This design comes from an exercise in tuning for small area, a short achievable clock period and few clock cycles per item on the open sky130 flow, not from production work.

## before
// tilt_vector_to_angle_sector
module tilt_vector_to_angle_sector (
  input  wire         clk,
  input  wire         rst,
  input  wire         accel_valid,
  output wire         accel_stall,
  input  wire  [15:0] accel_x,
  input  wire  [15:0] accel_y,
  output wire         sector_valid,
  input  wire         sector_stall,
  output wire  [4:0]  sector
);
For scale: about 640 flip-flops, about 43 I/O pins.
Settings: LEC_CHECK=0, CAP_MARGIN=20, CORE_MARGIN=2, CORE_UTILIZATION=40, SETUP_SLACK_MARGIN=2.5, SLEW_MARGIN=20; clock period 5.0 ns.
run.sh (not shown) runs the stock make flow with config.mk's settings and CLKGATE_MAP_FILE= SYNTH_SCRIPT=/design/flow/synth_recipe.tcl, a recipe that flattens the netlist after the stock synthesis.
before has completed all stages; timing, DRC and antenna checks passed.
diff inputs: before => after
-- flow/design.v --
<<< before, line 268
          assign d_bus[16*(k+1) +: 16] = {hq, sq};
          wire       d13 = ~ny[WN-1];
          wire       e    = ~dk & (&vx[4:0]);
          wire [5:0] x13s = vx[10:5];
          wire [6:0] ua = {1'b1, ~x13s};       
          wire [6:0] ub = {1'b0, x13s};
>>> after, line 268
          assign d_bus[16*(k+1) +: 16] = {hq, sq};
          wire       d13 = ~ny[WN-1];
          wire [5:0] x13s = nx[10:5];
          wire [6:0] ua = {1'b1, ~x13s};       
          wire [6:0] ub = {1'b0, x13s};
<<< before, line 277
          wire [6:0] cb = {(vy[5:0] & xs[5:0]) | (vy[5:0] & ub[5:0]) | (xs[5:0] & ub[5:0]), dk};
          wire [6:0] y14a, y14b;
          tvas_ks_add #(.W(7)) u_y14a (.a(sa), .b(ca), .ci(~e), .s(y14a));
          tvas_ks_add #(.W(7)) u_y14b (.a(sb), .b(cb), .ci(e), .s(y14b));
          reg d13q, d14q;
          always @(posedge clk) begin
>>> after, line 276
          wire [6:0] cb = {(vy[5:0] & xs[5:0]) | (vy[5:0] & ub[5:0]) | (xs[5:0] & ub[5:0]), dk};
          wire [6:0] y14a, y14b;
          tvas_ks_add #(.W(7)) u_y14a (.a(sa), .b(ca), .ci(1'b1), .s(y14a));
          tvas_ks_add #(.W(7)) u_y14b (.a(sb), .b(cb), .ci(1'b0), .s(y14b));
          reg d13q, d14q;
          always @(posedge clk) begin
Both conditions hold for after: the flow ran to the end and the final layout passed the timing, DRC and antenna checks.
Compared to before, after has clock latency on the worst-skew pair 0.02 ns higher.
Of before and after, before shows the lower multi-input gate count, with after above it.
Post-synthesis adder-cell area fraction in after is 0.54 points below before.
The via count of the first global-routing pass in after sits 1468 above the value recorded for before.
Changes observed in after relative to before: hold slack now larger, fraction of area in clock buffers and inverters saw little to no change.
No functional check of the RTL was part of any run of this note.

* * *

Another version of the RTL of tilt_vector_to_angle_sector (not shown whole).
Size: roughly 4400 cells after synthesis, ~640 flip-flops, roughly 43 I/O pins.
Design tilt_vector_to_angle_sector, start of the top module:
module tilt_vector_to_angle_sector (
  input  wire         clk,
  input  wire         rst,
  input  wire         accel_valid,
  output wire         accel_stall,
  input  wire  [15:0] accel_x,
  input  wire  [15:0] accel_y,
  output wire         sector_valid,
  input  wire         sector_stall,
  output wire  [4:0]  sector
);
clock: 5.0 ns
lec_check: 0
abc_area: 1
cap_margin: 20
core_margin: 2
core_utilization: 40
setup_slack_margin: 2.5
slew_margin: 20
Then changed:
--- a/flow/design.v
+++ b/flow/design.v
@@ -250,50 +250,42 @@
               6'd55: tlo = 15'd7469;
               6'd56: tlo = 15'd25951;
               6'd57: tlo = 15'd1375;
               6'd58: tlo = 15'd30787;
               6'd59: tlo = 15'd6211;
               6'd60: tlo = 15'd28506;
               6'd61: tlo = 15'd3930;
               6'd62: tlo = 15'd574;
               6'd63: tlo = 15'd8766;
               default: tlo = 15'd0;
             endcase
           end
-          wire [10:0] o1 = {1'b0, tlo[9:0]};
-          wire [10:0] o2 = {2'b00, lin};
-          wire [10:0] o3 = {9'd0, dk, dk};
-          wire [10:0] cs = o1 ^ o2 ^ o3;
-          wire [10:0] cc = {(o1[9:0] & o2[9:0]) | (o1[9:0] & o3[9:0]) | (o2[9:0] & o3[9:0]), 1'b0};
-          wire [10:0] sq_n;
-          tvas_ks_add #(.W(11)) u_sq (.a(cs), .b(cc), .ci(1'b0), .s(sq_n));
           reg [4:0]  hq;
           reg [10:0] sq;
           always @(posedge clk) begin
             hq <= tlo[14:10];
-            sq <= sq_n;
+            sq <= {1'b0, tlo[9:0]} + {2'b00, lnx};
           end
           assign d_bus[16*(k+1) +: 16] = {hq, sq};
           wire       d13 = ~ny[WN-1];
-          wire       e    = ~dk & (&vx[4:0]);
-          wire [5:0] x13s = vx[10:5];
+          wire [5:0] x13s = nx[10:5];
           wire [6:0] ua = {1'b1, ~x13s};       
           wire [6:0] ub = {1'b0, x13s};
           wire [6:0] sa = vy[6:0] ^ xs[6:0] ^ ua;
           wire [6:0] sb = vy[6:0] ^ xs[6:0] ^ ub;
           wire [6:0] ca = {(vy[5:0] & xs[5:0]) | (vy[5:0] & ua[5:0]) | (xs[5:0] & ua[5:0]), dk};
           wire [6:0] cb = {(vy[5:0] & xs[5:0]) | (vy[5:0] & ub[5:0]) | (xs[5:0] & ub[5:0]), dk};
           wire [6:0] y14a, y14b;
-          tvas_ks_add #(.W(7)) u_y14a (.a(sa), .b(ca), .ci(~e), .s(y14a));
-          tvas_ks_add #(.W(7)) u_y14b (.a(sb), .b(cb), .ci(e), .s(y14b));
+          tvas_ks_add #(.W(7)) u_y14a (.a(sa), .b(ca), .ci(1'b1), .s(y14a));
+          tvas_ks_add #(.W(7)) u_y14b (.a(sb), .b(cb), .ci(1'b0), .s(y14b));
           reg d13q, d14q;
           always @(posedge clk) begin
             d13q <= d13;
             d14q <= d13 ? ~y14a[6] : ~y14b[6];
           end
           assign d1314 = {d14q, d13q};
         end
       end
     end
   endgenerate
   wire [10:0] s13  = d_bus[16*13 +: 11];
   wire [4:0]  h13  = d_bus[16*13 + 11 +: 5];
Setup slack degrades by 0.51 ns.
First-iteration DRC count went down by 13%.
Final cell count rose by 1.0%.
Cell area rose by 0.92%.
Core utilization climbs by 0.41 points.
No functional check of the RTL was part of any run of this note.

port drivers added, routing unchanged:
Ports are ideal in the flow. The routed layouts listed here were re-timed in OpenROAD.
Step 1 (the two cells are an assumption about what drives the block):
set clk [get_ports {clk}]
set_driving_cell -lib_cell sky130_fd_sc_hd__clkbuf_16 $clk
set_driving_cell -lib_cell sky130_fd_sc_hd__buf_2 [delete_from_list [all_inputs] $clk]
Step 2, shift: input delay + t, output delay - t, t = (earliest + latest rising clock arrival at the registers) / 2. This alone moves slack from input paths to output paths.
Slacks: ideal ports / drivers / drivers and shift; pairs: ideal ports / drivers.
| run | t (ns) | setup slack, ns | worst hold slack (ns) | worst setup path after step 2 | latest minus earliest clock arrival (ns) |
|---|---|---|---|---|---|
| before | 0.673 | 2.310 / 2.310 / 2.002 | 0.304 / 0.304 / 0.304 | input to register | 0.033 / 0.032 |
| after | 0.682 | 2.080 / 2.080 / 1.926 | 0.324 / 0.324 / 0.324 | input to register | 0.069 / 0.069 |
| the first run of note 2 | 0.679 | 2.634 / 2.634 / 2.048 | 0.318 / 0.318 / 0.318 | input to register | 0.028 / 0.027 |
| the second run of note 2 | 0.684 | 2.128 / 2.128 / 1.974 | 0.299 / 0.299 / 0.299 | input to register | 0.046 / 0.046 |
After both steps every run listed still meets setup and hold. For the first run of note 2, which loses most, drivers alone change the setup slack by 0.000 ns; drivers and shift together by -0.586 ns.
